What follows belongs to an exercise in optimizing a design on an open flow for small area; a production flow would make more cautious choices. Where RTL was checked, it was by simulation tests only, not by an equivalence proof against the original. Only the layout flow was run in runs 3 to 5; the RTL was not checked for function there. Power is estimated from default activity; no workload was simulated.

==> design.v <==
package moller_cfg_pkg;
    localparam int NUM_ADC_CH = 16;     
    localparam int SAMPLE_W   = 18;     
    localparam int TS_W       = 64;     
    localparam int WORD_W     = 64;     
    localparam int CH_SEL_W   = 4;      
    localparam int NSAMP_W    = 16;     
    localparam int RATE_DIV_W = 7;      
    localparam int RATE_W     = 8;      
endpackage
package moller_regs_pkg;
    localparam int APB_ADDR_W = 12;
    localparam int APB_DATA_W = 32;
    localparam logic [APB_DATA_W-1:0] MOLLER_REVISION = 32'h0002_0105;
    localparam logic [APB_ADDR_W-1:0] REG_REVISION    = 12'h000;
    localparam logic [APB_ADDR_W-1:0] REG_ADC_CTRL    = 12'h004;
    localparam logic [APB_ADDR_W-1:0] REG_STREAM_CTRL = 12'h008;
    localparam logic [APB_ADDR_W-1:0] REG_STATUS      = 12'h00C;
    localparam logic [APB_ADDR_W-1:0] REG_DROP_COUNT  = 12'h010;   
    localparam logic [APB_ADDR_W-1:0] REG_TS_LO       = 12'h014;   
    localparam logic [APB_ADDR_W-1:0] REG_TS_HI       = 12'h018;   
    localparam int ADC_TESTPAT_BIT = 0;
    localparam int ADC_PD_BIT      = 1;    
    localparam int ADC_RATE_LSB    = 8;
    localparam int ADC_RATE_MSB    = 15;
    localparam int STR_ENA_BIT   = 31;
    localparam int STR_RDIV_LSB  = 24;
    localparam int STR_RDIV_MSB  = 30;
    localparam int STR_CH1_LSB   = 20;
    localparam int STR_CH1_MSB   = 23;
    localparam int STR_CH0_LSB   = 16;
    localparam int STR_CH0_MSB   = 19;
    localparam int STR_NSAMP_LSB = 0;
    localparam int STR_NSAMP_MSB = 15;
    localparam int STAT_LOCK_BIT = 0;      
    localparam int STAT_HOLD_BIT = 1;      
endpackage
`timescale 1ns/1ps
module apb_regmap (
    input  logic clk,
    input  logic rst_n,
    input  logic [moller_regs_pkg::APB_ADDR_W-1:0] paddr,
    input  logic                                   psel,
    input  logic                                   penable,
    input  logic                                   pwrite,
    input  logic [moller_regs_pkg::APB_DATA_W-1:0] pwdata,
    output logic [moller_regs_pkg::APB_DATA_W-1:0] prdata,
    output logic                                   pready,
    output logic                                   pslverr,
    input  logic                                   lmk_lock_detect,
    input  logic                                   lmk_holdover,
    input  logic [moller_regs_pkg::APB_DATA_W-1:0] drop_count,
    input  logic [moller_cfg_pkg::TS_W-1:0]        ts_cnt,
    output logic                                   adc_testpat,
    output logic                                   adc_pd_n,
    output logic [moller_cfg_pkg::RATE_W-1:0]      sample_rate,
    output logic                                   stream_ena,
    output logic [moller_cfg_pkg::RATE_DIV_W-1:0]  rate_div,
    output logic [moller_cfg_pkg::CH_SEL_W-1:0]    ch0_sel,
    output logic [moller_cfg_pkg::CH_SEL_W-1:0]    ch1_sel,
    output logic [moller_cfg_pkg::NSAMP_W-1:0]     num_samples,
    output logic                                   drop_load,
    output logic                                   ts_load_lo,
    output logic                                   ts_load_hi
);
    logic [moller_regs_pkg::APB_DATA_W-1:0] adc_ctrl_q;
    logic [moller_regs_pkg::APB_DATA_W-1:0] stream_ctrl_q;
    logic [1:0] lock_sync;                  
    logic [1:0] hold_sync;
    logic       access;
    logic       wr_en;
    logic       addr_hit;
    assign pready = 1'b1;                   
    assign access = psel & penable;
    assign wr_en  = access & pwrite;
    always_ff @(posedge clk) begin
        if (!rst_n) begin
            adc_ctrl_q    <= '0;            
            stream_ctrl_q <= '0;
            lock_sync     <= '0;
            hold_sync     <= '0;
        end else begin
            lock_sync <= {lock_sync[0], lmk_lock_detect};
            hold_sync <= {hold_sync[0], lmk_holdover};
            if (wr_en && paddr == moller_regs_pkg::REG_ADC_CTRL)
                adc_ctrl_q <= pwdata;
            if (wr_en && paddr == moller_regs_pkg::REG_STREAM_CTRL)
                stream_ctrl_q <= pwdata;
        end
    end
    always_comb begin
        prdata   = '0;
        addr_hit = 1'b1;
        case (paddr)
            moller_regs_pkg::REG_REVISION:    prdata = moller_regs_pkg::MOLLER_REVISION;
            moller_regs_pkg::REG_ADC_CTRL:    prdata = adc_ctrl_q;
            moller_regs_pkg::REG_STREAM_CTRL: prdata = stream_ctrl_q;
            moller_regs_pkg::REG_STATUS: begin
                prdata[moller_regs_pkg::STAT_LOCK_BIT] = lock_sync[1];
                prdata[moller_regs_pkg::STAT_HOLD_BIT] = hold_sync[1];
            end
            moller_regs_pkg::REG_DROP_COUNT:  prdata = drop_count;
            moller_regs_pkg::REG_TS_LO:       prdata = ts_cnt[31:0];
            moller_regs_pkg::REG_TS_HI:       prdata = ts_cnt[63:32];
            default:                          addr_hit = 1'b0;    
        endcase
    end
    assign pslverr    = access & ~addr_hit;
    assign drop_load  = wr_en & (paddr == moller_regs_pkg::REG_DROP_COUNT);   
    assign ts_load_lo = wr_en & (paddr == moller_regs_pkg::REG_TS_LO);
    assign ts_load_hi = wr_en & (paddr == moller_regs_pkg::REG_TS_HI);
    assign adc_testpat = adc_ctrl_q[moller_regs_pkg::ADC_TESTPAT_BIT];
    assign adc_pd_n    = ~adc_ctrl_q[moller_regs_pkg::ADC_PD_BIT];
    assign sample_rate = adc_ctrl_q[moller_regs_pkg::ADC_RATE_MSB:moller_regs_pkg::ADC_RATE_LSB];
    assign stream_ena  = stream_ctrl_q[moller_regs_pkg::STR_ENA_BIT];
    assign rate_div    = stream_ctrl_q[moller_regs_pkg::STR_RDIV_MSB:moller_regs_pkg::STR_RDIV_LSB];
    assign ch1_sel     = stream_ctrl_q[moller_regs_pkg::STR_CH1_MSB:moller_regs_pkg::STR_CH1_LSB];
    assign ch0_sel     = stream_ctrl_q[moller_regs_pkg::STR_CH0_MSB:moller_regs_pkg::STR_CH0_LSB];
    assign num_samples =
        stream_ctrl_q[moller_regs_pkg::STR_NSAMP_MSB:moller_regs_pkg::STR_NSAMP_LSB];
endmodule
`timescale 1ns/1ps
module convert_timer (
    input  logic                              clk,
    input  logic                              rst_n,
    input  logic [moller_cfg_pkg::RATE_W-1:0] sample_rate,    
    input  logic                              ts_load_lo,     
    input  logic                              ts_load_hi,     
    input  logic [31:0]                       ts_wdata,
    output logic                              adc_convert,
    output logic [moller_cfg_pkg::TS_W-1:0]   convert_ts,
    output logic [moller_cfg_pkg::TS_W-1:0]   ts_cnt        
);
    logic [moller_cfg_pkg::RATE_W-1:0] period_cnt;  
    logic [moller_cfg_pkg::TS_W-1:0] tgl;
    always_comb begin
        tgl[0] = 1'b1;
        for (int i = 1; i < moller_cfg_pkg::TS_W; i++)
            tgl[i] = tgl[i-1] & ts_cnt[i-1];
    end
    always_ff @(posedge clk) begin
        for (int i = 0; i < moller_cfg_pkg::TS_W; i++) begin
            if (!rst_n)
                ts_cnt[i] <= 1'b0;          
            else if (i < 32 ? ts_load_lo : ts_load_hi)
                ts_cnt[i] <= ts_wdata[i % 32];
            else if (!ts_load_lo && !ts_load_hi && tgl[i])
                ts_cnt[i] <= ~ts_cnt[i];    
        end
    end
    always_ff @(posedge clk) begin
        if (!rst_n) begin
            period_cnt  <= 8'd1;
            adc_convert <= 1'b0;
        end else if (sample_rate == '0) begin
            period_cnt  <= 8'd1;            
            adc_convert <= 1'b0;
        end else if (period_cnt == 8'd1) begin
            period_cnt  <= sample_rate;
            adc_convert <= 1'b1;
        end else begin
            period_cnt  <= period_cnt - 1'b1;
            adc_convert <= 1'b0;
        end
    end
    always_ff @(posedge clk) begin
        if (adc_convert)
            convert_ts <= ts_cnt;
    end
endmodule
`timescale 1ns/1ps
module stream_decimator #(
    parameter int NUM_CH = 16
)(
    input  logic clk,
    input  logic rst_n,
    input  logic                                            adc_valid,
    input  logic [NUM_CH-1:0][moller_cfg_pkg::SAMPLE_W-1:0] adc_data,
    input  logic                                  stream_ena,
    input  logic [moller_cfg_pkg::RATE_DIV_W-1:0] rate_div,
    input  logic [moller_cfg_pkg::CH_SEL_W-1:0]   ch0_sel,
    input  logic [moller_cfg_pkg::CH_SEL_W-1:0]   ch1_sel,
    input  logic [moller_cfg_pkg::NSAMP_W-1:0]    num_samples,
    output logic                                take,
    output logic                                take_first,
    output logic                                take_last,
    output logic [moller_cfg_pkg::SAMPLE_W-1:0] take_ch0,
    output logic [moller_cfg_pkg::SAMPLE_W-1:0] take_ch1
);
    logic [moller_cfg_pkg::RATE_DIV_W-1:0] div_cnt;    
    logic [moller_cfg_pkg::NSAMP_W-1:0]    samp_cnt;   
    logic [moller_cfg_pkg::NSAMP_W-1:0]    samp_inc;
    assign samp_inc   = samp_cnt + 1'b1;
    assign take_last  = (num_samples == '0) ? (samp_cnt == '0) : (samp_inc == num_samples);
    assign take_first = (samp_cnt == '0);
    assign take       = adc_valid & stream_ena & (div_cnt == '0);
    always_ff @(posedge clk) begin
        if (!rst_n || !stream_ena) begin
            div_cnt  <= '0;
            samp_cnt <= '0;
        end else if (adc_valid) begin
            div_cnt <= (div_cnt == '0) ? rate_div : div_cnt - 1'b1;
            if (take)
                samp_cnt <= take_last ? '0 : samp_inc;
        end
    end
    always_comb begin
        take_ch0 = '0;
        take_ch1 = '0;
        for (int c = 0; c < NUM_CH; c++) begin
            take_ch0 = take_ch0 | ({moller_cfg_pkg::SAMPLE_W{ch0_sel == c}} & adc_data[c]);
            take_ch1 = take_ch1 | ({moller_cfg_pkg::SAMPLE_W{ch1_sel == c}} & adc_data[c]);
        end
    end
endmodule
`timescale 1ns/1ps
module stream_packer #(
    parameter int FIFO_DEPTH = 8            
)(
    input  logic clk,
    input  logic rst_n,
    input  logic                                take,
    input  logic                                take_first,
    input  logic                                take_last,
    input  logic [moller_cfg_pkg::SAMPLE_W-1:0] take_ch0,
    input  logic [moller_cfg_pkg::SAMPLE_W-1:0] take_ch1,
    input  logic [moller_cfg_pkg::TS_W-1:0]     take_ts,
    input  logic stream_ready,
    input  logic        drop_load,          
    input  logic [31:0] drop_wdata,
    output logic [moller_cfg_pkg::WORD_W-1:0] stream_data,
    output logic                              stream_last,
    output logic                              stream_valid,
    output logic [31:0]                       drop_count
);
    localparam int PTR_W = $clog2(FIFO_DEPTH);
    localparam int SW    = moller_cfg_pkg::SAMPLE_W;
    localparam int MW    = 2*SW + 1;                       
    localparam int XW    = moller_cfg_pkg::TS_W - MW;      
    localparam int HD    = FIFO_DEPTH / 2;                 
    localparam int HP_W  = $clog2(HD);
    logic [MW-1:0]    slot [FIFO_DEPTH];
    logic [FIFO_DEPTH-1:0] is_hdr;
    logic [XW-1:0]    hext [HD];
    logic [PTR_W:0]   wr_ptr;               
    logic [PTR_W:0]   rd_ptr;
    logic [HP_W-1:0]  hw_ptr;               
    logic [HP_W-1:0]  hr_ptr;
    logic             put_q;                
    logic             put2_q;               
    logic             drop_q;               
    logic             pend_hdr;             
    logic [PTR_W:0]   wr_nxt;
    logic [PTR_W:0]   rd_nxt;
    logic [PTR_W:0]   cnt_nxt;
    logic             rd_fire;
    logic             hdr_needed;
    logic             space_ok;
    logic             put;
    logic [PTR_W-1:0] h_idx;
    logic [PTR_W-1:0] s_idx;
    logic [MW-1:0]    s_word;
    logic [MW-1:0]    h_word;
    logic [XW-1:0]    x_word;
    assign rd_fire    = stream_valid & stream_ready;
    assign wr_nxt     = wr_ptr + (put_q ? (put2_q ? 2 : 1) : 0);
    assign rd_nxt     = rd_ptr + rd_fire;
    assign cnt_nxt    = wr_nxt - rd_nxt;
    assign hdr_needed = take_first | pend_hdr;
    assign space_ok   = hdr_needed ? (cnt_nxt <= (PTR_W+1)'(FIFO_DEPTH-2))
                                   : (cnt_nxt <= (PTR_W+1)'(FIFO_DEPTH-1));
    assign put        = take & space_ok;
    assign h_idx  = wr_nxt[PTR_W-1:0];
    assign s_idx  = hdr_needed ? h_idx + 1'b1 : h_idx;
    assign s_word = {take_last, take_ch1, take_ch0};
    assign h_word = {take_ts[SW], take_ts[32 +: SW], take_ts[0 +: SW]};
    assign x_word = {take_ts[63:32+SW], take_ts[31:SW+1]};
    logic [MW-1:0] bus_e, bus_o;
    logic          hdr_e, hdr_o;
    assign hdr_e = hdr_needed & ~h_idx[0];
    assign hdr_o = hdr_needed &  h_idx[0];
    assign bus_e = hdr_e ? h_word : s_word;
    assign bus_o = hdr_o ? h_word : s_word;
    always_ff @(posedge clk) begin
        for (int i = 0; i < FIFO_DEPTH; i++) begin
            if (put && ((hdr_needed && h_idx == i) || s_idx == i)) begin
                slot[i]   <= (i % 2 == 0) ? bus_e : bus_o;
                is_hdr[i] <= (i % 2 == 0) ? hdr_e : hdr_o;
            end
        end
        if (put && hdr_needed)
            hext[hw_ptr] <= x_word;
    end
    always_ff @(posedge clk) begin
        if (!rst_n) begin
            wr_ptr     <= '0;
            rd_ptr     <= '0;
            hw_ptr     <= '0;
            hr_ptr     <= '0;
            put_q      <= 1'b0;
            drop_q     <= 1'b0;
            pend_hdr   <= 1'b0;
            drop_count <= '0;
        end else begin
            wr_ptr <= wr_nxt;
            rd_ptr <= rd_nxt;
            put_q  <= put;
            drop_q <= take & ~space_ok;
            if (put && hdr_needed)
                hw_ptr <= hw_ptr + 1'b1;
            if (rd_fire && is_hdr[rd_ptr[PTR_W-1:0]])
                hr_ptr <= hr_ptr + 1'b1;
            if (take)
                pend_hdr <= hdr_needed & ~space_ok;   
            if (drop_load)
                drop_count <= drop_wdata;
            else if (drop_q && !(&drop_count))
                drop_count <= drop_count + 1'b1;      
        end
    end
    always_ff @(posedge clk)
        put2_q <= hdr_needed;
    logic [MW-1:0] head;
    logic          head_hdr;
    logic [XW-1:0] head_x;
    always_comb begin
        head     = '0;
        head_hdr = 1'b0;
        for (int i = 0; i < FIFO_DEPTH; i++) begin
            head     = head     | ({MW{rd_ptr[PTR_W-1:0] == i}} & slot[i]);
            head_hdr = head_hdr | ((rd_ptr[PTR_W-1:0] == i) & is_hdr[i]);
        end
    end
    assign head_x   = hext[hr_ptr];
    assign stream_valid = (wr_ptr != rd_ptr);
    assign stream_last  = ~head_hdr & head[MW-1];
    assign stream_data[SW-1:0]  = head[SW-1:0];
    assign stream_data[SW]      = head_hdr ? head[MW-1] : head[SW-1];
    assign stream_data[31:SW+1] = head_hdr ? head_x[31-SW-1:0] : {(31-SW){head[SW-1]}};
    assign stream_data[32 +: SW] = head[2*SW-1:SW];
    assign stream_data[63:32+SW] = head_hdr ? head_x[XW-1:31-SW] : {(32-SW){head[2*SW-1]}};
endmodule
`timescale 1ns/1ps
module moller_top #(
    parameter int NUM_CH     = moller_cfg_pkg::NUM_ADC_CH,
    parameter int FIFO_DEPTH = 8                           
)(
    input  logic clk,
    input  logic rst_n,
    input  logic [moller_regs_pkg::APB_ADDR_W-1:0] paddr,
    input  logic                                   psel,
    input  logic                                   penable,
    input  logic                                   pwrite,
    input  logic [moller_regs_pkg::APB_DATA_W-1:0] pwdata,
    output logic [moller_regs_pkg::APB_DATA_W-1:0] prdata,
    output logic                                   pready,
    output logic                                   pslverr,
    input  logic lmk_lock_detect,
    input  logic lmk_holdover,
    input  logic                                       adc_valid,
    input  logic [NUM_CH-1:0][moller_cfg_pkg::SAMPLE_W-1:0] adc_data,
    output logic                                       adc_convert,
    output logic                                       adc_testpat,
    output logic                                       adc_pd_n,
    output logic [moller_cfg_pkg::WORD_W-1:0] stream_data,
    output logic                              stream_last,
    output logic                              stream_valid,
    input  logic                              stream_ready
);
    logic [moller_cfg_pkg::RATE_W-1:0]     sample_rate;
    logic                                  stream_ena;
    logic [moller_cfg_pkg::RATE_DIV_W-1:0] rate_div;
    logic [moller_cfg_pkg::CH_SEL_W-1:0]   ch0_sel;
    logic [moller_cfg_pkg::CH_SEL_W-1:0]   ch1_sel;
    logic [moller_cfg_pkg::NSAMP_W-1:0]    num_samples;
    logic [31:0]                     drop_count;
    logic                            drop_load;
    logic                            ts_load_lo;
    logic                            ts_load_hi;
    logic [moller_cfg_pkg::TS_W-1:0] convert_ts;    
    logic [moller_cfg_pkg::TS_W-1:0] ts_cnt;        
    logic                                take;
    logic                                take_first;
    logic                                take_last;
    logic [moller_cfg_pkg::SAMPLE_W-1:0] take_ch0;
    logic [moller_cfg_pkg::SAMPLE_W-1:0] take_ch1;
    apb_regmap u_regmap (
        .clk(clk), .rst_n(rst_n),
        .paddr(paddr), .psel(psel), .penable(penable), .pwrite(pwrite),
        .pwdata(pwdata), .prdata(prdata), .pready(pready), .pslverr(pslverr),
        .lmk_lock_detect(lmk_lock_detect), .lmk_holdover(lmk_holdover),
        .drop_count(drop_count), .ts_cnt(ts_cnt),
        .adc_testpat(adc_testpat), .adc_pd_n(adc_pd_n), .sample_rate(sample_rate),
        .stream_ena(stream_ena), .rate_div(rate_div),
        .ch0_sel(ch0_sel), .ch1_sel(ch1_sel), .num_samples(num_samples),
        .drop_load(drop_load), .ts_load_lo(ts_load_lo), .ts_load_hi(ts_load_hi)
    );
    convert_timer u_timer (
        .clk(clk), .rst_n(rst_n),
        .sample_rate(sample_rate),
        .ts_load_lo(ts_load_lo), .ts_load_hi(ts_load_hi), .ts_wdata(pwdata),
        .adc_convert(adc_convert),
        .convert_ts(convert_ts), .ts_cnt(ts_cnt)
    );
    stream_decimator #(.NUM_CH(NUM_CH)) u_decim (
        .clk(clk), .rst_n(rst_n),
        .adc_valid(adc_valid), .adc_data(adc_data),
        .stream_ena(stream_ena), .rate_div(rate_div),
        .ch0_sel(ch0_sel), .ch1_sel(ch1_sel), .num_samples(num_samples),
        .take(take), .take_first(take_first), .take_last(take_last),
        .take_ch0(take_ch0), .take_ch1(take_ch1)
    );
    stream_packer #(.FIFO_DEPTH(FIFO_DEPTH)) u_packer (
        .clk(clk), .rst_n(rst_n),
        .take(take), .take_first(take_first), .take_last(take_last),
        .take_ch0(take_ch0), .take_ch1(take_ch1), .take_ts(convert_ts),
        .stream_ready(stream_ready), .drop_load(drop_load), .drop_wdata(pwdata),
        .stream_data(stream_data), .stream_last(stream_last),
        .stream_valid(stream_valid), .drop_count(drop_count)
    );
endmodule
==> flow/run.sh <==
#!/bin/bash
# Standard layout (standard.sh: the standard flow's synthesis and ORFS steps) with two changes:
#  - port buffers use the smallest buffer cell (buf_1) instead of the default pick;
#  - clock tree: clkbuf_8 buffers, clusters of at most 15 sinks within 50 um, no dummy loads.
# Each tool's output goes to standard.log in this folder.
cp standard.sh standard_sh_copy.log
export BUFFER_PORTS_ARGS="-buffer_cell sky130_fd_sc_hd__buf_1"
export CTS_ARGS="-sink_clustering_enable -repair_clock_nets -dont_use_dummy_load -buf_list sky130_fd_sc_hd__clkbuf_8 -sink_clustering_size 15 -sink_clustering_max_diameter 50"
bash standard.sh > standard.log 2>&1
rc=$?
tail -20 standard.log
exit $rc
==> standard.sh <==
#!/bin/bash
# synth_recipe.tcl (not shown) runs the flow's synth.tcl, then flattens the netlist and writes it again
# the make line also repeats each setting of config.mk as NAME=value (left out here)
make -C /OpenROAD-flow-scripts/flow DESIGN_CONFIG=/design/flow/config.mk WORK_HOME=/design/flow/orfs CLKGATE_MAP_FILE= SYNTH_SCRIPT=/design/flow/synth_recipe.tcl "${@:-finish}"
==> config.mk <==
export PLATFORM = sky130hd
export DESIGN_NAME = moller_top
export DESIGN_NICKNAME = moller_top
export VERILOG_FILES = /design/flow/design.v
export SDC_FILE = /design/flow/constraint.sdc
export NUM_CORES = 4
export LEC_CHECK = 0
export CAP_MARGIN = 20
export CORE_MARGIN = 2
export CORE_UTILIZATION = 60
export SLEW_MARGIN = 20
==> constraint.sdc <==
create_clock -name core_clock -period 8.0 [get_ports {clk}]
set_input_delay 1.6000 -clock core_clock [delete_from_list [all_inputs] [get_ports {clk}]]
set_output_delay 1.6000 -clock core_clock [all_outputs]
set_load 0.01 [all_outputs]
==> summary.md, run 1 <==
| Metric | Value |
|---|---|
| Area delta synth->final | 10.32% |
| WHS | between 0.4 and 0.5 ns |
| Nets | 3650 |
| FF+latch count, synth | approximately 700 |
| CP max FO | 19 |
| Synthesized cell area | 32440 µm² |
| Worst-path clk slew | about 0.070 ns |
| TritonCTS clock tree | built |
| Leading area contributor after synthesis | edfxtp_1 |
| CTS resizes | 0 |
| IO buf count | 442 |
| Via count | 28380 |
| Max IR drop VDD | 168.4 µV |
| Die area | 55940 µm² |
| Clock skew | roughly 0.11 ns |
| Antenna Violating Nets Remaining | 0 |
| DR vias/cell | about 7.1 |
| Global placement routability congestion | between 1 and 1.5 |
| First-pass GRT wire length | roughly 180000 µm |
| Rows | between 80 and 90 |
| Initial DRC count | ~5000 |
| Final setup TNS | 0 ns |
| Final Hold Viols | 0 |
| Max H-tree Level | 2 |
| Synth Instances | approximately 2900 |
| Status | no timing/DRC/antenna violations |
| # DRC | 0 |
| Fin crit share | ~70% |
| Share of post-route cells with drive strength above 1 | between 6 and 7% |
| GR Util All Layers | a little over two fifths |
| WL/cell | around 30 µm |
| Synth Warn # | 5 |
| Worst setup EP type | primary output |
| Max Cap Violations | 0 |
| Final Power | ~0.0057 W |
| Commonest cells in the netlist | edfxtp_1 (476), a22oi_1 (360), nand2_1 (264) |
| Detailed Route WL | about 120000 µm |
| Startpoint types | primary input |
| Max-slew headroom | between 10% and 20% |
| Core region area | 53600 µm² |
| Synth top area cells | edfxtp_1 (44%), dfxtp_1 (13%), a22oi_1 (8.3%) |
| Post-synth top flop | edfxtp_1 |
| # IOs | ~440 |
| Starting Density | 60.52% |
| Filler Cell Count | ~4000 |
| Max Root-Sink Buffers | 3 |
| Post-CTS Hold Fix Bufs | 0 |
| Top-area cell type share of the netlist area | 44.06% |
| Maximum number of pins on one net before global-route repair | 78 |
| Max Clock Freq | 0.1739 GHz |
| Final Critical Period | 5.749 ns |
| DP HPWL | a little under 90000 µm |
| Die Span X | ~240 µm |
| Clock sinks | 690 |
| Vias in the first global route | 27010 |
| Mean Syn Cell Area | 11.17 µm² |
| Critical path data required time | ~6.4 ns |
| Clock Latency Late Sink | slightly above 0.7 ns |
| Slew of the pin with the lowest slew margin | 1.278 ns |
| FFs w/ async S/R, synth | 0% |
| Die Y | 236.5 µm |
| Yosys cell types | 68 |
| EDFF count, synth | about 480 |
| Pins Over Slew Limit | 0 |
| Hold path depth | 1 |
| Clk root buf | clkbuf_8 |
| Min-delay worst type | register to register |
| Drt pass-1 iters | 9 |
| Finish-stage setup viols | 0 |
| Syn Nets | 3272 |
| CP arrival | 4.15 ns |
| Antenna violations before repair | 19 |
| Remaining Overflow, GRT | 0 |
| Most numerous cell in the Yosys netlist | edfxtp_1 |
| Power Dens Cells | around 160 nW/µm² |
| Clock buffer count from CTS | 58 |
| Post-CTS Setup Bufs | 0 |
| Sequential-to-total area share from yosys stat | between 50 and 60% |
| RSZ-0062 raised after global routing | false |
| WS Path Type | primary input to primary output |
| LEAKAGE | ~12 nW |
| Worst Reg-to-Reg Cells | 15 |
==> worst paths after layout <==
kind | end | start | slack (ns)
worst max-delay path | prdata[9] | paddr[7] | 2.25
worst min-delay path | u_regmap.lock_sync[1]$_SDFF_PN0_ | u_regmap.lock_sync[0]$_SDFF_PN0_ | 0.44
worst max register to register | u_packer.slot[5][28]$_DFFE_PP_ | u_packer.rd_ptr[2]$_SDFF_PN0_ | 2.79
worst min register to register | u_regmap.lock_sync[1]$_SDFF_PN0_ | u_regmap.lock_sync[0]$_SDFF_PN0_ | 0.44
==> flip-flops by register name (all words and copies together) (netlist names), named ones only <==
| signal | cells |
|---|---|
| u_decim.div_cnt | 7 |
| u_packer.pend_hdr | 1 |
| u_packer.rd_ptr | 4 |
| u_regmap.stream_ctrl_q | 32 |
| u_regmap.adc_ctrl_q | 32 |
| u_packer.put2_q | 1 |
| u_decim.samp_cnt | 16 |
| u_timer.ts_cnt | 64 |
| u_packer.drop_count | 32 |
| u_regmap.lock_sync | 2 |
| u_timer.period_cnt | 8 |
| u_packer.hw_ptr | 2 |
| u_packer.hext | 108 |
| u_packer.wr_ptr | 4 |
| u_packer.hr_ptr | 2 |
| u_packer.put_q | 1 |
| u_timer.adc_convert | 1 |
| u_packer.is_hdr | 8 |
| u_packer.drop_q | 1 |
| u_timer.convert_ts | 64 |
| u_packer.slot | 296 |
| u_regmap.hold_sync | 2 |
==> critical path, cell delays in order <==
cell and delay, ns:
buf_1 0.07, nor4_1 0.39, nand3_1 0.24, nor2_1 0.34
and2_1 0.76, buf_4 0.34, a22oi_1 0.10, nand2_1 0.12
buf_1 0.17
==> cell type report <==
| class | instances | area (µm²) | share of cell area [%] |
|---|---|---|---|
| Timing Repair Buffer | 519 | 2242 | 6.265 |
| Sequential cell | 690 | 18580 | 51.92 |
| Multi-Input combinational cell | 1915 | 12880 | 35.99 |
| Antenna cell | 20 | 50.05 | 0.1398 |
| Inverter | 98 | 367.9 | 1.028 |
| Tap cell | 696 | 870.8 | 2.433 |
| Clock buffer | 58 | 798.3 | 2.230 |
==> kinds of logic (layout without fill, tap and decap cells) <==
group	count (synthesis)	after routing	synth area share (%)
AND/OR/NAND/NOR	794	794	12.00
flip-flops	690	690	57.27
AO/OA/AOI/OAI	862	862	18.42
XOR/XNOR	118	118	3.186
adder cells (fa/ha/maj)	27	27	1.088
buffers and inverters	299	675	3.494
other	1	21	0.01156
multiplexers	113	113	4.536
==> layer usage <==
layer,vias to the layer above,track usage [%],wire (µm)
li1,11930,-,-
met1,13630,59.28,45500
met2,2371,62.59,52570
met3,450,12.23,17510
met4,4,19.03,6533
met5,-,0,31
==> where the power goes <==
| part | switching [W] | internal [W] | leakage (nW) |
|---|---|---|---|
| sequential | 0.00000424 | 0.00378 | 6.04 |
| clock | 0.00106 | 0.000643 | 0.417 |
| combinational | 0.000167 | 0.0000619 | 5.15 |
==> per-stage QoR <==
| step | cell area (µm²) | instances | setup WS (ns) | utilization (%) |
|---|---|---|---|---|
| final | 35790 | 3996 | 2.251 | 66.77 |
| after floorplan | 32440 | 2904 | 2.681 | - |
| after global placement | 34900 | 3917 | 2.033 | 65.12 |
| after global routing | 35770 | 3989 | 2.067 | 66.74 |
| after CTS | 35710 | 3975 | 1.959 | 66.63 |
| after detailed placement | 34920 | 3917 | 1.979 | 65.14 |
==> layout by cell type, fill, tap and decap left out, types with 26 or more instances in the layout <==
cell type,Yosys,layout
nand2_1,264,263
a21oi_1,164,164
o21ai_0,134,134
and3_1,27,26
xnor2_1,59,59
a22o_1,61,57
a221oi_1,58,58
buf_4,3,76
mux2i_1,84,84
mux4_2,27,27
buf_1,11,441
dfxtp_1,214,212
clkbuf_8,0,58
and2_1,27,27
a22oi_1,360,360
a222oi_1,27,27
xor2_1,59,59
nand4_1,77,77
edfxtp_1,476,476
nand3_1,114,114
inv_1,97,97
nor2_1,140,137
==> run 2, diff against run 1 <==
--- a/design.v
+++ b/design.v
@@ -301,5 +301,4 @@
             drop_q     <= 1'b0;
             pend_hdr   <= 1'b0;
-            drop_count <= '0;
         end else begin
             wr_ptr <= wr_nxt;
@@ -313,12 +312,24 @@
             if (take)
                 pend_hdr <= hdr_needed & ~space_ok;   
-            if (drop_load)
-                drop_count <= drop_wdata;
-            else if (drop_q && !(&drop_count))
-                drop_count <= drop_count + 1'b1;      
         end
     end
     always_ff @(posedge clk)
         put2_q <= hdr_needed;
+    logic [32:0] dtgl;
+    always_comb begin
+        dtgl[0] = drop_q;
+        for (int i = 1; i <= 32; i++)
+            dtgl[i] = dtgl[i-1] & drop_count[i-1];
+    end
+    always_ff @(posedge clk) begin
+        for (int i = 0; i < 32; i++) begin
+            if (!rst_n)
+                drop_count[i] <= 1'b0;
+            else if (drop_load)
+                drop_count[i] <= drop_wdata[i];
+            else if (dtgl[i] && !dtgl[32])
+                drop_count[i] <= ~drop_count[i];
+        end
+    end
     logic [MW-1:0] head;
     logic          head_hdr;
==> summary.md, run 2 <==
| Metric | Value |
|---|---|
| Status | no timing/DRC/antenna violations |
| CP arrival | 4.10 ns (-0.05 ns) |
| Finish-stage setup viols | 0 (unchanged) |
| Drt pass-1 iters | 15 (+6) |
| Critical path data required time | 6.40 ns (about the same) |
| EDFF count, synth | 476 (unchanged) |
| CTS resizes | 0 (unchanged) |
| Pins Over Slew Limit | 0 (unchanged) |
| Fin crit share | 71.21% (-0.66 points) |
| Die area | 55890 µm² (about the same) |
| Mean Syn Cell Area | 11.12 µm² (-0.44%) |
| Remaining Overflow, GRT | 0 (unchanged) |
| Core region area | 53600 µm² (unchanged) |
| Max Clock Freq | 0.1755 GHz (+0.92%) |
| Sequential group share of total power | 65.7% (-0.4 points) |
| Final Hold Viols | 0 (unchanged) |
| CP max FO | 38 (+19) |
| Synthesized cell area | 32410 µm² (-0.10%) |
| RSZ-0062 raised after global routing | false |
| DP Area | 34870 µm² (-0.13%) |
| Worst-path clk slew | 0.09 ns (+0.02 ns) |
| Max H-tree Level | 2 (unchanged) |
| Commonest cells in the netlist | edfxtp_1 (476), a22oi_1 (337), nand2_1 (295) |
| IO buf count | 442 (unchanged) |
| Clock buffer count from CTS | 61 (+5.2%) |
| DP HPWL | 87710 µm (+0.51%) |
| FF+latch count, synth | 690 (unchanged) |
| Synth Instances | 2914 (+0.34%) |
| Max IR drop VDD | 138.9 µV (-17%) |
| Clock power share | 30.4% (+0.5 points) |
| Starting Density | 60.46% (-0.061 points) |
| Startpoint types | register |
| Clock sinks | 690 (unchanged) |
| WL/cell | 30.66 µm (+0.30%) |
| Sequential-to-total area share from yosys stat | 57.32% (+0.057 points) |
| Biggest regs | u_packer.slot: 296 flops, u_packer.hext: 108 flops |
| DR vias/cell | 7.063 (-0.57%) |
| Worst Setup SP | u_packer.rd_ptr[2]$_SDFF_PN0_ |
| Leading area contributor after synthesis | edfxtp_1 |
| Top-area cell type share of the netlist area | 44.10% (+0.044 points) |
| # IOs | 444 (unchanged) |
| Slew of the pin with the lowest slew margin | 1.154 ns (-0.1233 ns) |
| Final Critical Period | 5.697 ns (-0.05249 ns) |
| Clock Latency Late Sink | 0.75 ns (+0.04 ns) |
| Post-route cell area | 35800 µm² (about the same) |
| Yosys cell types | 72 (+5.9%) |
| Final setup TNS | 0 ns (unchanged) |
| Global placement routability congestion | 1.060 (-1.4%) |
| Worst setup EP type | primary output |
| Setup WS pre-CTS | 2.098 ns (+0.1187 ns) |
| Power Dens Cells | 160.9 nW/µm² (+0.69%) |
| Die Y | 236.4 µm (about the same) |
| Syn Nets | 3281 (+0.28%) |
| Area of the multi-input gates | 12840 µm² (-0.31%) |
| R2R Path End | u_packer.slot[3][12]$_DFFE_PP_ |
| Largest Register | u_packer.slot |
| Post-CTS Setup Bufs | 0 (unchanged) |
| # DRC | 0 (unchanged) |
| GR Util All Layers | 42.83% (+0.18 points) |
| Clock skew | 0.1697 ns (+0.05946 ns) |
| Post-CTS Hold Fix Bufs | 0 (unchanged) |
| Max-slew headroom | 22.76% (+8.2 points) |
| Synth top area cells | edfxtp_1 (44%), dfxtp_1 (13%), a22oi_1 (7.8%) |
| Via count | 28310 (-0.27%) |
| Max Cap Violations | 0 (unchanged) |
| Antenna violations before repair | 31 (+12) |
| Max Root-Sink Buffers | 3 (unchanged) |
| Commonest non-fill, non-tap cells in the layout | edfxtp_1 (476), buf_1 (441), a22oi_1 (337) |
| R2r startpoint | u_packer.rd_ptr[2]$_SDFF_PN0_ |
| TritonCTS clock tree | built |
| Die Span X | 236.4 µm (about the same) |
| Area delta synth->final | 10.47% |
| FFs w/ async S/R, synth | 0% (unchanged) |
| Share of post-route cells with drive strength above 1 | 6.861% (+0.28 points) |
| Detailed Route WL | 122900 µm (+0.60%) |
| Sw Ratio | 21.61% (about the same) |
| Reg area | 18580 µm² (unchanged) |
| WS Path Type | register to primary output |
| Clk root buf | clkbuf_8 |
| First-pass GRT wire length | 176300 µm (-0.20%) |
| Combinational Power Share | 3.9% (about the same) |
| Rows | 85 (unchanged) |
| Post-synth top flop | edfxtp_1 |
| Filler Cell Count | 4144 (+2.6%) |
| Antenna Violating Nets Remaining | 0 (unchanged) |
| Setup WS post-layout | 2.303 ns (+0.05249 ns) |
| Synth Warn # | 5 (unchanged) |
| Most common cell after layout, fill and taps aside | edfxtp_1 |
| Nets | 3663 (+0.36%) |
| Min-delay worst type | register to register |
| Vias in the first global route | 26710 (-1.1%) |
| P_int | 0.004514 W (+0.73%) |
| Reg2Reg Setup Slack | 3.57 ns (+0.78 ns) |
| Maximum number of pins on one net before global-route repair | 100 (+28%) |
| Initial DRC count | 4723 (-4.2%) |
| Max reg flops | 296 (unchanged) |
| Most numerous cell in the Yosys netlist | edfxtp_1 |
| Switching power | 0.001245 W (+0.72%) |
| Worst Reg-to-Reg Cells | 13 (-2) |
| LEAKAGE | 11.53 nW (-0.65%) |
| CP endpoint | stream_data[19] |
[run 2: changes by cell type in the layout (fill, tap and decap cells not counted), moves of 13 or more]
cell and delta:
a22oi_1 -23, a21oi_1 -13, o21ai_0 -25, a211oi_1 +13
nand2_1 +30, nand3_1 +23
[run 2: critical path, stage by stage (launching register included)]
cell,delay [ns]
dfxtp_1,0.45
and3_1,0.25
buf_4,0.29
a22o_1,0.30
a221oi_1,0.23
and3_1,0.94
nand2_1,0.55
o21ai_0,0.24
buf_1,0.18
[run 2: kinds of logic after synthesis]
logic type	after synthesis	share of synthesized area, %
AOI/OAI and AO/OA	817	17.65
xor gates and xnor gates	120	3.285
adders and majority gates	26	1.050
buffers and inverters	294	3.529
DFF	690	57.32
muxes	111	4.478
other	1	0.01157
and+or+nand+nor	855	12.67
[run 2: worst min-delay path by stage]
| stage | startpoint | endpoint | slack (ns) | cells after the start |
|---|---|---|---|---|
| 2_1_floorplan | u_timer.ts_cnt[43]$_SDFFE_PN0P_ | u_timer.convert_ts[43]$_DFFE_PP_ | 0.41 | 0 |
| 3_3_place_gp | u_regmap.hold_sync[0]$_SDFF_PN0_ | u_regmap.hold_sync[1]$_SDFF_PN0_ | 0.42 | 1 |
| 3_5_place_dp | u_regmap.hold_sync[0]$_SDFF_PN0_ | u_regmap.hold_sync[1]$_SDFF_PN0_ | 0.42 | 1 |
| 4_1_cts | u_timer.ts_cnt[41]$_SDFFE_PN0P_ | u_timer.convert_ts[41]$_DFFE_PP_ | 0.42 | 0 |
| 5_1_grt | u_timer.ts_cnt[41]$_SDFFE_PN0P_ | u_timer.convert_ts[41]$_DFFE_PP_ | 0.43 | 0 |
| 6_report | u_regmap.lock_sync[0]$_SDFF_PN0_ | u_regmap.lock_sync[1]$_SDFF_PN0_ | 0.44 | 1 |
[run 2: per-layer routing]
layer / track usage [%] / routed length (µm) / part of all wire, % / vias up
li1: - / - / - / 11940
met1: 58.64 / 45140 / 37 / 13580
met2: 62.86 / 52560 / 43 / 2350
met3: 12.69 / 18150 / 15 / 434
met4: 20.35 / 6947 / 5.7 / 12
met5: 0 / 80 / 0.065 / -
[run 2: through the flow]
stage / hold slack (ns) / std cells / power, W / util (%)
finish: 0.4368 / 4008 / 0.005759 / 66.80
global route: 0.4317 / 4006 / 0.005893 / 66.79
CTS: 0.4193 / 3988 / 0.005744 / 66.62
detailed placement: 0.4211 / 3927 / 0.004073 / 65.05
global placement: 0.4179 / 3927 / 0.004069 / 65.05
floorplan: 0.4064 / 2914 / 0.003920 / -
[run 2: power groups by stage]
stage | registers [W] | clock network, W | logic (W)
after floorplan | 0.00386 | 0 | 0.0000604
after global placement | 0.00386 | 0 | 0.000207
after detailed placement | 0.00386 | 0 | 0.000210
after CTS | 0.00378 | 0.00175 | 0.000211
after global routing | 0.00378 | 0.00188 | 0.000233
final | 0.00378 | 0.00175 | 0.000226
[run 2: layout make-up]
type,count,share of cell area [%]
multi-input cells,1930,35.86
diodes,18,0.1258
well taps,696,2.432
flip-flops and latches,690,51.90
repair buffers,522,6.381
clock buffers,61,2.345
inverters,91,0.9575
==> run 3, diff against run 2 <==
--- a/design.v
+++ b/design.v
@@ -151,11 +151,11 @@
     always_ff @(posedge clk) begin
         if (!rst_n) begin
-            period_cnt  <= 8'd1;
+            period_cnt  <= '0;
             adc_convert <= 1'b0;
         end else if (sample_rate == '0) begin
-            period_cnt  <= 8'd1;            
+            period_cnt  <= '0;              
             adc_convert <= 1'b0;
-        end else if (period_cnt == 8'd1) begin
-            period_cnt  <= sample_rate;
+        end else if (period_cnt == '0) begin
+            period_cnt  <= sample_rate - 1'b1;
             adc_convert <= 1'b1;
         end else begin
@@ -301,4 +301,5 @@
             drop_q     <= 1'b0;
             pend_hdr   <= 1'b0;
+            drop_count <= '0;
         end else begin
             wr_ptr <= wr_nxt;
@@ -312,24 +313,12 @@
             if (take)
                 pend_hdr <= hdr_needed & ~space_ok;   
+            if (drop_load)
+                drop_count <= drop_wdata;
+            else if (drop_q && !(&drop_count))
+                drop_count <= drop_count + 1'b1;      
         end
     end
     always_ff @(posedge clk)
         put2_q <= hdr_needed;
-    logic [32:0] dtgl;
-    always_comb begin
-        dtgl[0] = drop_q;
-        for (int i = 1; i <= 32; i++)
-            dtgl[i] = dtgl[i-1] & drop_count[i-1];
-    end
-    always_ff @(posedge clk) begin
-        for (int i = 0; i < 32; i++) begin
-            if (!rst_n)
-                drop_count[i] <= 1'b0;
-            else if (drop_load)
-                drop_count[i] <= drop_wdata[i];
-            else if (dtgl[i] && !dtgl[32])
-                drop_count[i] <= ~drop_count[i];
-        end
-    end
     logic [MW-1:0] head;
     logic          head_hdr;
==> flow/run.sh (replaced) <==
#!/bin/bash
# Standard layout, but the port buffers use the smallest buffer cell.
cp standard.sh standard_sh_copy.log
export BUFFER_PORTS_ARGS="-buffer_cell sky130_fd_sc_hd__buf_1"
bash standard.sh > standard.log 2>&1
rc=$?
tail -20 standard.log
exit $rc
--- a/config.mk
+++ b/config.mk
@@ -8,4 +8,4 @@
 export CAP_MARGIN = 20
 export CORE_MARGIN = 2
-export CORE_UTILIZATION = 60
+export CORE_UTILIZATION = 40
 export SLEW_MARGIN = 20
==> summary.md, run 3 <==
| Metric | Value |
|---|---|
| Global placement routability congestion | 1.034 (-2.4%) |
| Worst-path clk slew | 0.06 ns (-0.03 ns) |
| Commonest non-fill, non-tap cells in the layout | edfxtp_1 (476), buf_1 (441), a22oi_1 (360) |
| Syn Nets | 3223 (-1.8%) |
| Vias in the first global route | 26190 (-2.0%) |
| Final Hold Viols | 0 (unchanged) |
| DR vias/cell | 6.358 (-10%) |
| EDFF count, synth | 476 (unchanged) |
| DP HPWL | 91470 µm (+4.3%) |
| Initial DRC count | 4183 (-11%) |
| Startpoint types | primary input |
| CP arrival | 3.89 ns (-0.21 ns) |
| Sequential-to-total area share from yosys stat | 57.14% (-0.19 points) |
| Critical-path cell list | buf_1 > nor4_2 > nand3_1 > nor3b_2 > buf_4 > nand2_1 > nand4_1 > buf_1 |
| Hold EP | u_regmap.hold_sync[1]$_SDFF_PN0_ |
| Die Y | 289.1 µm (+22%) |
| Clock sinks | 690 (unchanged) |
| Synth Warn # | 5 (unchanged) |
| Synth top area cells | edfxtp_1 (44%), dfxtp_1 (13%), a22oi_1 (8.3%) |
| GR Util All Layers | 30.34% (-12 points) |
| Finish-stage setup viols | 0 (unchanged) |
| Post-CTS Setup Bufs | 0 (unchanged) |
| Power Dens Cells | 194.9 nW/µm² (+21%) |
| # DRC | 0 (unchanged) |
| R2r startpoint | u_packer.rd_ptr[0]$_SDFF_PN0_ |
| Synth Instances | 2856 (-2.0%) |
| Hold Startpoint | u_regmap.hold_sync[0]$_SDFF_PN0_ |
| Final Critical Period | 5.488 ns (-0.2082 ns) |
| Filler Cell Count | 7505 (+81%) |
| Fin crit share | 68.60% (-2.6 points) |
| Synthesized cell area | 32510 µm² (+0.33%) |
| Share of post-route cells with drive strength above 1 | 7.975% (+1.1 points) |
| Die Span X | 289.1 µm (+22%) |
| Final setup TNS | 0 ns (unchanged) |
| Rows | 104 (+22%) |
| RSZ-0062 raised after global routing | false |
| Drt pass-1 iters | 8 (-7) |
| Mean Syn Cell Area | 11.38 µm² (+2.4%) |
| Maximum number of pins on one net before global-route repair | 84 (-16%) |
| Critical path data required time | 6.40 ns (about the same) |
| FFs w/ async S/R, synth | 0% (unchanged) |
| Worst setup EP type | primary output |
| Post-synth top flop | edfxtp_1 |
| Max H-tree Level | 3 (+1) |
| Via count | 27770 (-1.9%) |
| Clock Latency Late Sink | 0.64 ns (-0.11 ns) |
| Max Clock Freq | 0.1822 GHz (+3.8%) |
| Final core occ | 47.03% (-20 points) |
| Detailed Route WL | 129300 µm (+5.2%) |
| Core region area | 80550 µm² (+50%) |
| Antenna Violating Nets Remaining | 0 (unchanged) |
| Post-CTS Hold Fix Bufs | 0 (unchanged) |
| Clock skew | 0.03573 ns (-0.1340 ns) |
| Slowest stage delay, CP | 0.70 ns (-0.24 ns) |
| Min-delay worst type | register to register |
| Top-area cell type share of the netlist area | 43.96% (-0.14 points) |
| FF+latch count, synth | 690 (unchanged) |
| Slew of the pin with the lowest slew margin | 1.112 ns (-0.04272 ns) |
| Crit-path slowest cell | nor3b_2 |
| Antenna violations before repair | 11 (-65%) |
| Nets | 3604 (-1.6%) |
| Remaining Overflow, GRT | 0 (unchanged) |
| TritonCTS clock tree | built |
| Pins Over Slew Limit | 0 (unchanged) |
| Leading area contributor after synthesis | edfxtp_1 |
| Clk root buf | clkbuf_16 |
| Status | no timing/DRC/antenna violations |
| Most common cell after layout, fill and taps aside | edfxtp_1 |
| Hold path depth | 1 (unchanged) |
| Max Root-Sink Buffers | 3 (unchanged) |
| CP most frequent cell | buf_1 |
| # IOs | 444 (unchanged) |
| Commonest cells in the netlist | edfxtp_1 (476), a22oi_1 (360), dfxtp_1 (214) |
| Largest Register | u_packer.slot |
| WS Path Type | primary input to primary output |
| WL/cell | 29.60 µm (-3.4%) |
| Area delta synth->final | 16.50% |
| First-pass GRT wire length | 185500 µm (+5.3%) |
| LEAKAGE | 12.16 nW (+5.5%) |
| Max-slew headroom | 25.89% (+3.1 points) |
| CP max FO | 23 (-39%) |
| Biggest regs | u_packer.slot: 296 flops, u_packer.hext: 108 flops |
| Yosys cell types | 71 (-1.4%) |
| R2R Path End | u_packer.slot[2][17]$_DFFE_PP_ |
| Reg2Reg Setup Slack | 3.38 ns (-0.19 ns) |
| CTS resizes | 0 (unchanged) |
| Starting Density | 40.37% (-20 points) |
| Worst Reg-to-Reg Cells | 14 (+1) |
| Max reg flops | 296 (unchanged) |
| Clock buffer count from CTS | 74 (+21%) |
| Max Cap Violations | 0 (unchanged) |
| Most numerous cell in the Yosys netlist | edfxtp_1 |
| Die area | 83580 µm² (+50%) |
| Max IR drop VDD | 134.2 µV (-3.4%) |
| IO buf count | 442 (unchanged) |
==> run 3: changes by cell type after synthesis, moves of 13 or more <==
| cell | previous run | this run |
|---|---|---|
| clkbuf_1 | 184 | 171 |
| mux2i_1 | 82 | 112 |
| nand2_1 | 295 | 167 |
| o21ai_0 | 109 | 126 |
| xnor2_1 | 62 | 48 |
| nor2_1 | 149 | 172 |
| nor3_1 | 52 | 75 |
| a22oi_1 | 337 | 360 |
| a211oi_1 | 29 | 43 |
| a21oi_1 | 151 | 102 |
| nand3_1 | 137 | 106 |
| xor2_1 | 57 | 36 |
==> run 3: critical path, delay by kind of cell <==
family / cells / cell delay [ns]
buffers and inverters: 3 / 0.70
and+or+nand+nor: 5 / 1.58
==> run 3: metrics by stage <==
stage          cell area [µm²]  instances  setup WS (ns)  hold WS [ns]  power [W]
6_report                 37880       4367          2.512        0.4435   0.007381
5_1_grt                  37870       4362          2.353        0.4698   0.007575
4_1_cts                  37800       4356          2.556        0.4436   0.007419
3_5_place_dp             35400       4219          2.371        0.4289   0.004076
3_3_place_gp             35400       4219          2.457        0.4276   0.004077
2_1_floorplan            32510       2856          1.262        0.4064   0.003914
==> run 3: final cells by class <==
class                   instances  area (µm²)  area share (%)
repair buffers                510        2198           5.803
diodes                          9       22.52         0.05945
inverters                      89       335.3          0.8852
well taps                    1060        1326           3.501
clock buffers                  96        1964           5.186
multi-input cells            1872       13020           34.36
flip-flops and latches        690       18590           49.06
clock inverters                41       431.7           1.140
==> run 3: power by group <==
group	total [W]	switching, W	internal [W]
clock	0.00337	0.00147	0.00190
combinational	0.000226	0.000166	0.0000608
sequential	0.00378	0.00000342	0.00378
==> run 3: how the worst max path moves through the flow <==
stage | from | end | slack (ns)
3_3_place_gp | stream_ready | u_packer.slot[7][1]$_DFFE_PP_ | 2.46
2_1_floorplan | stream_ready | u_packer.is_hdr[7]$_DFFE_PP_ | 1.26
6_report | paddr[9] | prdata[17] | 2.51
3_5_place_dp | stream_ready | u_packer.slot[7][1]$_DFFE_PP_ | 2.37
5_1_grt | paddr[9] | prdata[4] | 2.35
4_1_cts | u_packer.rd_ptr[0]$_SDFF_PN0_ | stream_data[50] | 2.56
==> run 3: logic make-up after synthesis <==
family / count (synthesis) / share of synthesized area (%)
DFF: 690 / 57.14
buffers and inverters: 294 / 3.494
other: 1 / 0.01153
AOI/OAI and AO/OA: 842 / 18.52
xor gates and xnor gates: 85 / 2.332
adders and majority gates: 26 / 1.047
muxes: 140 / 5.353
and+or+nand+nor: 778 / 12.11
==> run 3: layer usage <==
metal	share of wire [%]	wire (µm)	GRT usage [%]	vias to the layer above
li1	-	-	-	12020
met1	42	54130	43.68	13570
met2	43	55390	44.20	1793
met3	11	14540	7.898	377
met4	4.0	5163	10.49	6
met5	0.036	46	0	-
==> run 4, diff against run 3 <==
--- a/design.v
+++ b/design.v
@@ -133,19 +133,13 @@
 );
     logic [moller_cfg_pkg::RATE_W-1:0] period_cnt;  
-    logic [moller_cfg_pkg::TS_W-1:0] tgl;
-    always_comb begin
-        tgl[0] = 1'b1;
-        for (int i = 1; i < moller_cfg_pkg::TS_W; i++)
-            tgl[i] = tgl[i-1] & ts_cnt[i-1];
-    end
     always_ff @(posedge clk) begin
-        for (int i = 0; i < moller_cfg_pkg::TS_W; i++) begin
-            if (!rst_n)
-                ts_cnt[i] <= 1'b0;          
-            else if (i < 32 ? ts_load_lo : ts_load_hi)
-                ts_cnt[i] <= ts_wdata[i % 32];
-            else if (!ts_load_lo && !ts_load_hi && tgl[i])
-                ts_cnt[i] <= ~ts_cnt[i];    
-        end
+        if (!rst_n)
+            ts_cnt <= '0;                   
+        else if (ts_load_lo)
+            ts_cnt <= {ts_cnt[63:32], ts_wdata};    
+        else if (ts_load_hi)
+            ts_cnt <= {ts_wdata, ts_cnt[31:0]};
+        else
+            ts_cnt <= ts_cnt + 1'b1;
     end
     always_ff @(posedge clk) begin
@@ -190,7 +184,7 @@
     logic [moller_cfg_pkg::RATE_DIV_W-1:0] div_cnt;    
     logic [moller_cfg_pkg::NSAMP_W-1:0]    samp_cnt;   
-    logic [moller_cfg_pkg::NSAMP_W-1:0]    samp_inc;
-    assign samp_inc   = samp_cnt + 1'b1;
-    assign take_last  = (num_samples == '0) ? (samp_cnt == '0) : (samp_inc == num_samples);
+    logic [moller_cfg_pkg::NSAMP_W-1:0]    last_idx;
+    assign last_idx   = (num_samples == '0) ? '0 : num_samples - 1'b1;
+    assign take_last  = (samp_cnt == last_idx);
     assign take_first = (samp_cnt == '0);
     assign take       = adc_valid & stream_ena & (div_cnt == '0);
@@ -202,5 +196,5 @@
             div_cnt <= (div_cnt == '0) ? rate_div : div_cnt - 1'b1;
             if (take)
-                samp_cnt <= take_last ? '0 : samp_inc;
+                samp_cnt <= take_last ? '0 : samp_cnt + 1'b1;
         end
     end
==> run.sh (new file) <==
#!/bin/bash
# synth_recipe.tcl (not shown) runs the flow's synth.tcl, then flattens the netlist and writes it again
# the make line also repeats each setting of config.mk as NAME=value (left out here)
make -C /OpenROAD-flow-scripts/flow DESIGN_CONFIG=/design/flow/config.mk WORK_HOME=/design/flow/orfs CLKGATE_MAP_FILE= SYNTH_SCRIPT=/design/flow/synth_recipe.tcl finish
removed: flow/run.sh
removed: standard.sh
==> summary.md, run 4 <==
| Metric | Value |
|---|---|
| Via count | 29630 (+6.7%) |
| Max Clock Freq | 0.1557 GHz (-15%) |
| Worst-path clk slew | 0.06 ns (about the same) |
| First-pass GRT wire length | 202500 µm (+9.1%) |
| IO buf count | 442 (unchanged) |
| Final Hold Viols | 0 (unchanged) |
| Rows | 105 (+0.96%) |
| Starting Density | 40.47% (+0.098 points) |
| Min-delay worst type | register to register |
| Die area | 85520 µm² (+2.3%) |
| Max-slew headroom | 22.96% (-2.9 points) |
| Remaining Overflow, GRT | 0 (unchanged) |
| Yosys cell types | 82 (+15%) |
| TritonCTS clock tree | built |
| Max IR drop VDD | 185.0 µV (+38%) |
| Combinational Power Share | 4.5% (+1.4 points) |
| FF+latch count, synth | 690 (unchanged) |
| GR Util met2 | 48.49% (+4.3 points) |
| Synth top area cells | edfxtp_1 (43%), dfxtp_1 (13%), a22oi_1 (8.5%) |
| Most common cell after layout, fill and taps aside | edfxtp_1 |
| Pins Over Slew Limit | 0 (unchanged) |
| Slew of the pin with the lowest slew margin | 1.151 ns (+0.03966 ns) |
| Nets | 3802 (+5.5%) |
| # IOs | 444 (unchanged) |
| Die Y | 292.4 µm (+1.2%) |
| FFs w/ async S/R, synth | 0% (unchanged) |
| Max H-tree Level | 3 (unchanged) |
| WHS | 0.4476 ns (+0.004078 ns) |
| Sw Ratio | 21.25% (-1.0 points) |
| CTS resizes | 0 (unchanged) |
| Synthesized cell area | 33280 µm² (+2.4%) |
| DP HPWL | 102400 µm (+12%) |
| Startpoint types | primary input |
| LEAKAGE | 13.82 nW (+14%) |
| Critical-path cell list | clkdlybuf4s50_1 > nor4_1 > and3_1 > and3_1 > a222oi_1 > nand2_1 > clkdlybuf4s50_1 |
| Slowest stage delay, CP | 0.99 ns (+0.29 ns) |
| Biggest regs | u_packer.slot: 296 flops, u_packer.hext: 108 flops |
| WL/cell | 31.15 µm (+5.2%) |
| Die Span X | 292.4 µm (+1.2%) |
| Commonest non-fill, non-tap cells in the layout | edfxtp_1 (476), clkdlybuf4s50_1 (441), a22oi_1 (375) |
| WS Path Type | primary input to primary output |
| # DRC | 0 (unchanged) |
| Largest Register | u_packer.slot |
| Post-CTS Setup Bufs | 0 (unchanged) |
| Initial DRC count | 4503 (+7.7%) |
| Area delta synth->final | 24.89% |
| Sequential group share of total power | 49.4% (-1.9 points) |
| Finish-stage setup viols | 0 (unchanged) |
| Crit-path slowest cell | and3_1 |
| Synth Warn # | 5 (unchanged) |
| CP max FO | 27 (+17%) |
| GR Util All Layers | 32.38% (+2.0 points) |
| Max reg flops | 296 (unchanged) |
| Clk root buf | clkbuf_16 |
| Share of post-route cells with drive strength above 1 | 8.221% (+0.25 points) |
| Maximum number of pins on one net before global-route repair | 79 (-6.0%) |
| Top-area cell type share of the netlist area | 42.95% (-1.0 points) |
| Syn Nets | 3433 (+6.5%) |
| Post-synth top flop | edfxtp_1 |
| Clock skew | 0.04271 ns (+0.006981 ns) |
| Vias in the first global route | 27750 (+6.0%) |
| Leading area contributor after synthesis | edfxtp_1 |
| Drt pass-1 iters | 9 (+1) |
| Worst setup EP type | primary output |
| Fin crit share | 80.29% (+12 points) |
| Clock buffer count from CTS | 75 (+1.4%) |
| DR vias/cell | 6.461 (+1.6%) |
| Max Root-Sink Buffers | 3 (unchanged) |
| Clock sinks | 690 (unchanged) |
| Met1 Usage GRT | 46.16% (+2.5 points) |
| Core region area | 82240 µm² (+2.1%) |
| CP arrival | 4.82 ns (+0.93 ns) |
| Detailed Route WL | 142800 µm (+11%) |
| Power Dens Cells | 184.4 nW/µm² (-5.4%) |
| Switching power | 0.001629 W (-0.85%) |
| Setup WS pre-CTS | 1.694 ns (-0.6765 ns) |
| P_int | 0.006033 W (+5.1%) |
| RSZ-0062 raised after global routing | false |
| Most numerous cell in the Yosys netlist | edfxtp_1 |
| Critical path data required time | 6.40 ns (about the same) |
| Final setup TNS | 0 ns (unchanged) |
| Antenna Violating Nets Remaining | 0 (unchanged) |
| Clock power share | 46.1% (+0.4 points) |
| Post-CTS Hold Fix Bufs | 0 (unchanged) |
| Global placement routability congestion | 1.010 (-2.3%) |
| Commonest cells in the netlist | edfxtp_1 (476), a22oi_1 (375), nand2_1 (270) |
| EDFF count, synth | 476 (unchanged) |
| Status | no timing/DRC/antenna violations |
| Mean Syn Cell Area | 10.86 µm² (-4.6%) |
| Max Cap Violations | 0 (unchanged) |
| Most used routing layer | met2 |
| Setup WS post-layout | 1.577 ns (-0.9347 ns) |
| M3 GR Usage | 7.565% (-0.33 points) |
| Clock Latency Late Sink | 0.64 ns (about the same) |
| Antenna violations before repair | 30 (+19) |
| Final Critical Period | 6.423 ns (+0.9347 ns) |
| Sequential-to-total area share from yosys stat | 55.82% (-1.3 points) |
| Synth Instances | 3064 (+7.3%) |
==> run 4: changes by cell type in the layout (fill, tap and decap cells not counted), moves of 17 or more <==
cell / delta
buf_1: -441
clkdlybuf4s50_1: +441
a21oi_1: +111
nand2_1: +101
a211oi_1: -38
mux2i_1: -30
o21ai_0: +18
a31oi_1: +17
==> run 4: final timing paths <==
kind,startpoint,end,slack [ns],cells after the start
hold / removal,u_regmap.lock_sync[0]$_SDFF_PN0_,u_regmap.lock_sync[1]$_SDFF_PN0_,0.45,1
hold reg to reg,u_regmap.lock_sync[0]$_SDFF_PN0_,u_regmap.lock_sync[1]$_SDFF_PN0_,0.45,1
setup reg to reg,u_packer.rd_ptr[0]$_SDFF_PN0_,u_packer.slot[4][7]$_DFFE_PP_,3.23,14
setup / recovery,paddr[7],prdata[14],1.58,7
==> run 4: area by class of cell <==
class	count	area [µm²]
Clock buffer	101	2085
Fill cell	7244	40680
Clock inverter	34	481.7
Timing Repair Buffer	515	4987
Tap cell	1070	1339
Inverter	94	355.3
Antenna cell	25	62.56
Sequential cell	690	18580
Multi-Input combinational cell	2057	13670
==> run 4: kinds of logic after synthesis <==
kind of cell | Yosys count | share of synthesized area (%)
other | 1 | 0.01127
muxes | 110 | 4.327
xor gates and xnor gates | 77 | 2.109
and+or+nand+nor | 883 | 13.17
buffers and inverters | 317 | 3.745
adders and majority gates | 28 | 1.098
DFF | 690 | 55.82
AOI/OAI and AO/OA | 958 | 19.72
==> run 4: per-stage QoR <==
step	utilization [%]	std cells	power (W)	area, µm²
after floorplan	-	3064	0.003916	33280
after global routing	50.53	4584	0.007868	41560
after detailed placement	47.32	4426	0.004193	38920
after CTS	50.44	4561	0.007701	41480
final	50.54	4586	0.007662	41560
after global placement	47.28	4425	0.004192	38880
==> run 4: critical path: cells and delay by family <==
kind                   cells  cell delay (ns)
AND/OR/NAND/NOR            4             2.00
AO/OA/AOI/OAI              1             0.25
buffers and inverters      2             0.96
==> run 4: power by group through the flow <==
stage | Sequential, W | Clock (W) | Combinational [W]
2_1_floorplan | 0.00386 | 0 | 0.0000564
3_3_place_gp | 0.00386 | 0 | 0.000329
3_5_place_dp | 0.00386 | 0 | 0.000331
4_1_cts | 0.00379 | 0.00358 | 0.000333
5_1_grt | 0.00378 | 0.00373 | 0.000352
6_report | 0.00379 | 0.00353 | 0.000344
==> run 4: per-layer routing <==
| layer | share of wire [%] | wire length, µm |
|---|---|---|
| met1 | 42 | 59400 |
| met2 | 44 | 62790 |
| met3 | 11 | 15890 |
| met4 | 3.3 | 4737 |
| met5 | 0.027 | 39 |
==> run 5, diff against run 4 <==
--- a/config.mk
+++ b/config.mk
@@ -8,4 +8,5 @@
 export CAP_MARGIN = 20
 export CORE_MARGIN = 2
-export CORE_UTILIZATION = 40
+export CORE_UTILIZATION = 60
+export CTS_BUF_LIST = sky130_fd_sc_hd__clkbuf_4 sky130_fd_sc_hd__clkbuf_8
 export SLEW_MARGIN = 20
==> summary.md, run 5 <==
| Metric | Value |
|---|---|
| Status | no timing/DRC/antenna violations |
| Clock Latency Late Sink | 0.74 ns (+0.10 ns) |
| Global placement routability congestion | 1.053 (+4.2%) |
| Clock buffer count from CTS | 104 (+39%) |
| GR Util All Layers | 49.50% (+17 points) |
| FF+latch count, synth | 690 (unchanged) |
| CP arrival | 5.07 ns (+0.25 ns) |
| Yosys cell types | 82 (unchanged) |
| Final Critical Period | 6.670 ns (+0.2465 ns) |
| LEAKAGE | 13.69 nW (-0.95%) |
| # IOs | 444 (unchanged) |
| Commonest non-fill, non-tap cells in the layout | edfxtp_1 (476), clkdlybuf4s50_1 (442), a22oi_1 (375) |
| Top-area cell type share of the netlist area | 42.95% (unchanged) |
| Max Root-Sink Buffers | 3 (unchanged) |
| Die Span X | 239.5 µm (-18%) |
| Crit-path slowest cell | and3_1 |
| Power Dens Cells | 174.7 nW/µm² (-5.3%) |
| Critical-path cell list | and3b_1 > buf_4 > a22o_1 > a221oi_1 > and3_1 > nand2_1 > o21ai_0 > clkdlybuf4s50_1 |
| Min-delay worst type | register to register |
| Post-CTS Hold Fix Bufs | 0 (unchanged) |
| Maximum number of pins on one net before global-route repair | 108 (+37%) |
| Final Power | 0.007099 W (-7.3%) |
| Post-CTS Setup Bufs | 0 (unchanged) |
| Slowest stage delay, CP | 0.97 ns (-0.02 ns) |
| Die area | 57370 µm² (-33%) |
| Die Y | 239.5 µm (-18%) |
| Max H-tree Level | 3 (unchanged) |
| DP HPWL | 96530 µm (-5.7%) |
| Sequential-to-total area share from yosys stat | 55.82% (unchanged) |
| Startpoint types | register |
| Nets | 3831 (+0.76%) |
| Max Cap Violations | 0 (unchanged) |
| Drt pass-1 iters | 22 (+13) |
| Setup WS pre-CTS | 1.825 ns (+0.1304 ns) |
| Critical path data required time | 6.40 ns (about the same) |
| Clk root buf | clkbuf_8 |
| FFs w/ async S/R, synth | 0% (unchanged) |
| DR vias/cell | 7.462 (+15%) |
| Antenna violations before repair | 21 (-30%) |
| Max Clock Freq | 0.1499 GHz (-3.7%) |
| Commonest cells in the netlist | edfxtp_1 (476), a22oi_1 (375), nand2_1 (270) |
| Max reg flops | 296 (unchanged) |
| TritonCTS clock tree | built |
| DP Area | 38490 µm² (-1.1%) |
| Max-slew headroom | 19.16% (-3.8 points) |
| Share of post-route cells with drive strength above 1 | 9.754% (+1.5 points) |
| Clock skew | 0.05899 ns (+0.01628 ns) |
| WS Path Type | register to primary output |
| Worst Setup SP | u_packer.rd_ptr[1]$_SDFF_PN0_ |
| Most common cell after layout, fill and taps aside | edfxtp_1 |
| # DRC | 0 (unchanged) |
| Pins Over Slew Limit | 0 (unchanged) |
| Final Hold Viols | 0 (unchanged) |
| Core region area | 54990 µm² (-33%) |
| Worst setup EP type | primary output |
| CTS resizes | 0 (unchanged) |
| Vias in the first global route | 30830 (+11%) |
| Final setup TNS | 0 ns (unchanged) |
| Syn Nets | 3433 (unchanged) |
| Rows | 86 (-18%) |
| Area delta synth->final | 22.13% |
| Fin crit share | 83.37% (+3.1 points) |
| Remaining Overflow, GRT | 0 (unchanged) |
| Detailed Route WL | 144900 µm (+1.4%) |
| Synth top area cells | edfxtp_1 (43%), dfxtp_1 (13%), a22oi_1 (8.5%) |
| R2r startpoint | u_packer.rd_ptr[2]$_SDFF_PN0_ |
| CP max FO | 38 (+41%) |
| Mean Syn Cell Area | 10.86 µm² (unchanged) |
| Clock sinks | 690 (unchanged) |
| Leading area contributor after synthesis | edfxtp_1 |
| Worst-path clk slew | 0.06 ns (about the same) |
| Finish-stage setup viols | 0 (unchanged) |
| Biggest regs | u_packer.slot: 296 flops, u_packer.hext: 108 flops |
| Synth Instances | 3064 (unchanged) |
| Synthesized cell area | 33280 µm² (unchanged) |
| Post-route cell area | 40650 µm² (-2.2%) |
| Post-Place Cells | 4104 (-7.3%) |
| Antenna Violating Nets Remaining | 0 (unchanged) |
| WL/cell | 33.63 µm (+8.0%) |
| Slew of the pin with the lowest slew margin | 1.208 ns (+0.05684 ns) |
| Most numerous cell in the Yosys netlist | edfxtp_1 |
| Largest Register | u_packer.slot |
| Starting Density | 60.52% (+20 points) |
| Via count | 32140 (+8.5%) |
| Initial DRC count | 6510 (+45%) |
| RSZ-0062 raised after global routing | false |
| Synth Warn # | 5 (unchanged) |
| Hold Startpoint | u_regmap.hold_sync[0]$_SDFF_PN0_ |
| Max IR drop VDD | 133.2 µV (-28%) |
| Post-synth top flop | edfxtp_1 |
| Setup WS post-layout | 1.330 ns (-0.2465 ns) |
| First-pass GRT wire length | 206000 µm (+1.8%) |
| IO buf count | 442 (unchanged) |
| EDFF count, synth | 476 (unchanged) |
| Non-Filler Instances | 4307 (-6.1%) |
==> run 5: cell counts after synthesis <==
No cell type changed its count.
==> run 5: metrics by stage <==
step                      hold WS [ns]  utilization (%)
after floorplan                 0.4064                -
after global placement          0.4197            69.98
after detailed placement        0.4208            70.00
after CTS                       0.4346            73.80
after global routing            0.4488            73.90
final                           0.4340            73.92
==> run 5: report_power, final <==
group	switching (W)	internal [W]
sequential	0.00000545	0.00378
clock	0.00142	0.00156
combinational	0.000166	0.000171
==> run 5: worst max-delay path, delay by kind of cell, from the launching register on <==
| kind | cells | cell delay, ns |
|---|---|---|
| buffers and inverters | 2 | 0.92 |
| AOI/OAI and AO/OA | 3 | 0.99 |
| DFF | 1 | 0.64 |
| and+or+nand+nor | 3 | 1.81 |
==> run 5: cell type report <==
class	count	area (µm²)
Fill cell	3403	14340
Tap cell	748	935.9
Clock buffer	157	1911
Multi-Input combinational cell	2057	13650
Antenna cell	22	55.05
Inverter	94	355.3
Clock inverter	24	182.7
Timing Repair Buffer	515	4976
Sequential cell	690	18580
==> run 5: final timing paths <==
path	end	slack, ns	cells after the start
worst min-delay path	u_regmap.hold_sync[1]$_SDFF_PN0_	0.43	1
worst min register to register	u_regmap.hold_sync[1]$_SDFF_PN0_	0.43	1
worst max register to register	u_packer.hext[2][17]$_DFFE_PP_	2.69	14
worst max-delay path	stream_data[53]	1.33	8
==> run 5: per-layer routing <==
layer / up-vias / GRT usage, % / share of wire (%) / wire length (µm)
met5: - / 0 / 0.028 / 40
met4: 6 / 27.27 / 6.7 / 9687
met3: 841 / 18.34 / 17 / 24210
met2: 3552 / 72.02 / 42 / 61540
met1: 15020 / 64.13 / 34 / 49370
li1: 12720 / - / - / -
==> run 5: logic make-up after synthesis <==
kind of cell / Yosys count / share of synthesized area [%]
DFF: 690 / 55.82
and+or+nand+nor: 883 / 13.17
AOI/OAI and AO/OA: 958 / 19.72
xor gates and xnor gates: 77 / 2.109
adders and majority gates: 28 / 1.098
buffers and inverters: 317 / 3.745
other: 1 / 0.01127
muxes: 110 / 4.327

==> static timing again, ports no longer ideal <==
The flow's constraints put no driver on any port. The routed layouts listed below were extracted and timed again, unchanged, in two steps. Step 1 sets driving cells, clkbuf_16 on the clock port and buf_2 on the other inputs (assumed; they add their load-dependent delay and slew). Step 2 times the ports against the registers' clock, not the clock port: input delays grow and output delays shrink by t, the midpoint of the rising clock arrivals with the driver on. Three values: no drivers, after step 1, after step 2; two values: the first two.
run	t, ns	setup WS [ns]	hold WS [ns]	slew at the worst register clock pin (ns)	worst data-port slew with drivers (ns)
run 1	0.714	2.251 / 2.228 / 2.105	0.441 / 0.441 / 0.441	0.10 / 0.10	0.17
run 2	0.727	2.303 / 2.241 / 2.319	0.437 / 0.437 / 0.437	0.10 / 0.10	0.18
run 3	0.693	2.512 / 2.488 / 2.488	0.444 / 0.444 / 0.444	0.07 / 0.07	0.20
run 4	0.694	1.577 / 1.549 / 1.549	0.448 / 0.448 / 0.448	0.06 / 0.06	0.16
run 5	0.764	1.330 / 1.267 / 1.650	0.434 / 0.434 / 0.434	0.08 / 0.08	0.16
After both steps every run listed still meets setup and hold. The setup slack of run 1, which loses most, moves by -0.023 ns with the drivers and by -0.146 ns with both steps.
